From an optimization exercise on the open Yosys and OpenROAD flow, aimed at small area and a short achievable clock period; shortcuts taken in it are not production practice. Function was checked by simulation only, so behaviour that the tests miss may differ from the original. The flow treats the clock pin as an ideal source, which a real chip does not have. Power and IR drop assume default switching activity.

==> maple <==
// wallace_mult_24x24
module wallace_mult_24x24 (
  input  logic        clk,
  input  logic        rst,
  input  logic        in_valid,
  input  logic [23:0] a,
  input  logic [23:0] b,
  output logic        out_valid,
  output logic [39:0] x,
  output logic [39:0] y,
  output logic [7:0]  z
);
==> flow/config.mk <==
export PLATFORM = sky130hd
export DESIGN_NAME = wallace_mult_24x24
export DESIGN_NICKNAME = wallace_mult_24x24
export VERILOG_FILES = /design/flow/design.v
export SDC_FILE = /design/flow/constraint.sdc
export NUM_CORES = 4
export LEC_CHECK = 0
export CAP_MARGIN = 20
export CORE_MARGIN = 2
export CORE_UTILIZATION = 60
export CTS_CLUSTER_DIAMETER = 150
export CTS_CLUSTER_SIZE = 50
export HOLD_SLACK_MARGIN = 0.05
export SETUP_SLACK_MARGIN = 2.2
export SLEW_MARGIN = 20
export SYNTH_HIERARCHICAL = 1
export SYNTH_MINIMUM_KEEP_SIZE = 0
==> flow/constraint.sdc <==
create_clock -name core_clock -period 4.0 [get_ports {clk}]
set_input_delay 0.8000 -clock core_clock [delete_from_list [all_inputs] [get_ports {clk}]]
set_output_delay 0.8000 -clock core_clock [all_outputs]
set_load 0.01 [all_outputs]
standard.sh (not shown) runs the stock make flow with config.mk's settings and CLKGATE_MAP_FILE= SYNTH_SCRIPT=/design/flow/synth_recipe.tcl, a recipe that flattens the netlist after the stock synthesis.
==> flow/flow/run.sh <==
#!/bin/bash
set -euo pipefail
K="BUFFER_PORTS_ARGS=-buffer_cell sky130_fd_sc_hd__buf_1"
EM="SETUP_SLACK_MARGIN=$(cat flow/early_margin.txt)"
bash standard.sh "$K" "$EM" cts > make_cts.log 2>&1
export SKEW_DB=$PWD/orfs/results/$FLOW_PLATFORM/wallace_mult_24x24/base/4_cts.odb
export SKEW_LIB=$FLOW_HOME/platforms/$FLOW_PLATFORM/lib/sky130_fd_sc_hd__tt_025C_1v80.lib
export SKEW_RC=$FLOW_HOME/platforms/$FLOW_PLATFORM/setRC.tcl
export SKEW_SDC=$PWD/orfs/results/$FLOW_PLATFORM/wallace_mult_24x24/base/4_cts.sdc
export SKEW_FLATTEN=$(cat flow/flatten.txt)
read SKEW_D2 SKEW_D3 < flow/skew.txt
export SKEW_D2 SKEW_D3
openroad -no_init -exit flow/skew.tcl > skew.log 2>&1
bash standard.sh "$K" finish > make_finish.log 2>&1
==> flow/flow/early_margin.txt <==
1.8
==> flow/flow/flatten.txt <==
1
==> flow/flow/skew.txt <==
0.4 0.55
Other scripts of this flow, unchanged in this note and not shown: flow/flow/skew.tcl
==> inputs of harbor, as changes to maple <==
==> flow/flow/run.sh (replaced) <==
#!/bin/bash
set -euo pipefail
K="BUFFER_PORTS_ARGS=-buffer_cell sky130_fd_sc_hd__buf_1"
bash standard.sh "$K" cts > make_cts.log 2>&1
export SKEW_DB=$PWD/orfs/results/$FLOW_PLATFORM/wallace_mult_24x24/base/4_cts.odb
export SKEW_LIB=$FLOW_HOME/platforms/$FLOW_PLATFORM/lib/sky130_fd_sc_hd__tt_025C_1v80.lib
export SKEW_RC=$FLOW_HOME/platforms/$FLOW_PLATFORM/setRC.tcl
export SKEW_SDC=$PWD/orfs/results/$FLOW_PLATFORM/wallace_mult_24x24/base/4_cts.sdc
read SKEW_D2 SKEW_D3 < flow/skew.txt
export SKEW_D2 SKEW_D3
openroad -no_init -exit flow/skew.tcl > skew.log 2>&1
bash standard.sh "$K" finish > make_finish.log 2>&1
==> flow/flow/skew.txt (replaced) <==
0.35 0.55
--- a/flow/config.mk
+++ b/flow/config.mk
@@ -9,8 +9,7 @@
 export CORE_MARGIN = 2
 export CORE_UTILIZATION = 60
-export CTS_CLUSTER_DIAMETER = 150
-export CTS_CLUSTER_SIZE = 50
-export HOLD_SLACK_MARGIN = 0.05
-export SETUP_SLACK_MARGIN = 2.2
+export CTS_CLUSTER_DIAMETER = 100
+export CTS_CLUSTER_SIZE = 30
+export SETUP_SLACK_MARGIN = 2.12
 export SLEW_MARGIN = 20
 export SYNTH_HIERARCHICAL = 1
removed: flow/flow/early_margin.txt
removed: flow/flow/flatten.txt
==> summary.txt <==
quantity                                                                                                 harbor                    maple
Worst path slowest cell                                                                   sky130_fd_sc_hd__fa_1    sky130_fd_sc_hd__fa_2
Power attributed to sequential cells                                                                    6960 uW                  7050 uW
Post CTS Setup Buffer Count                                                                                 101                        0
Worst flop-to-flop path startpoint                                                                     r2_c27_1                 r2_c27_2
Met2 track utilization from global routing                                                               50.63%                   42.96%
Endpoints failing hold                                                                                        1                        0
Met1 wire length                                                                                       24.59 mm                 21.42 mm
Run status                                                                             finished with violations  complete, no violations
Violated checks                                                                             negative hold slack                        -
Post-route insts no fill                                                                                  2,372                    2,207
Fillers                                                                                                   2,385                    2,853
Clock-pin slew reported for the worst setup and hold paths after clock tree synthesis                    110 ps                    90 ps
Post-detailed-placement cell area                                                                  21,680 sq um             21,400 sq um
Final-layout clock buffer total                                                                              20                       13
Final WL                                                                                               61.82 mm                 49.87 mm
Power density normalized to cell area                                                             648.1 nW/um^2            687.6 nW/um^2
Proportion of power drawn by combinational gates                                                          36.9%                    35.4%
Worst hold margin                                                                                     -4.622 ps                 118.8 ps
Switching Power                                                                                         5946 uW                  5434 uW
Part of the total power dissipated in sequential elements                                                 41.4%                    45.4%
Total power of the final layout                                                                       16,800 uW                15,510 uW
Critical Path End                                                                                      r3_c27_1                 r3_c28_2
Fraction of final layout cells with drive strength greater than 1                                        25.22%                   10.65%
Static Leakage                                                                                      0.009799 uW              0.008537 uW
Nets                                                                                                      2,259                    2,095
Cell internal pwr                                                                                     10,860 uW                10,080 uW

==> separate check: timing with driven ports <==
The results above use ideal ports. As a check the final layouts listed here were re-extracted and re-timed, cells and wires unchanged.
Step 1: set_driving_cell puts a clkbuf_16 on clk and a buf_2 on each other input, an assumption about the parent block.
Step 2, shift: input delay + t, output delay - t, t = (earliest + latest rising clock arrival at the registers) / 2. This alone moves slack from input paths to output paths.
a / b / c = ideal / step 1 / step 2; a / b = the first two.
run	t, ns	slack for setup (ns)	hold WS [ns]	latest minus earliest clock arrival (ns)	cell pins on the clock port's net
maple	0.848	2.142 / 2.142 / 2.142	0.119 / 0.119 / 0.119	0.659 / 0.658	1
harbor	0.911	2.170 / 2.127 / 2.170	-0.005 / -0.005 / -0.005	0.724 / 0.724	1
In maple and harbor the clock reaches the registers at very different times; t lies between them, and the last value is a rough guide only.
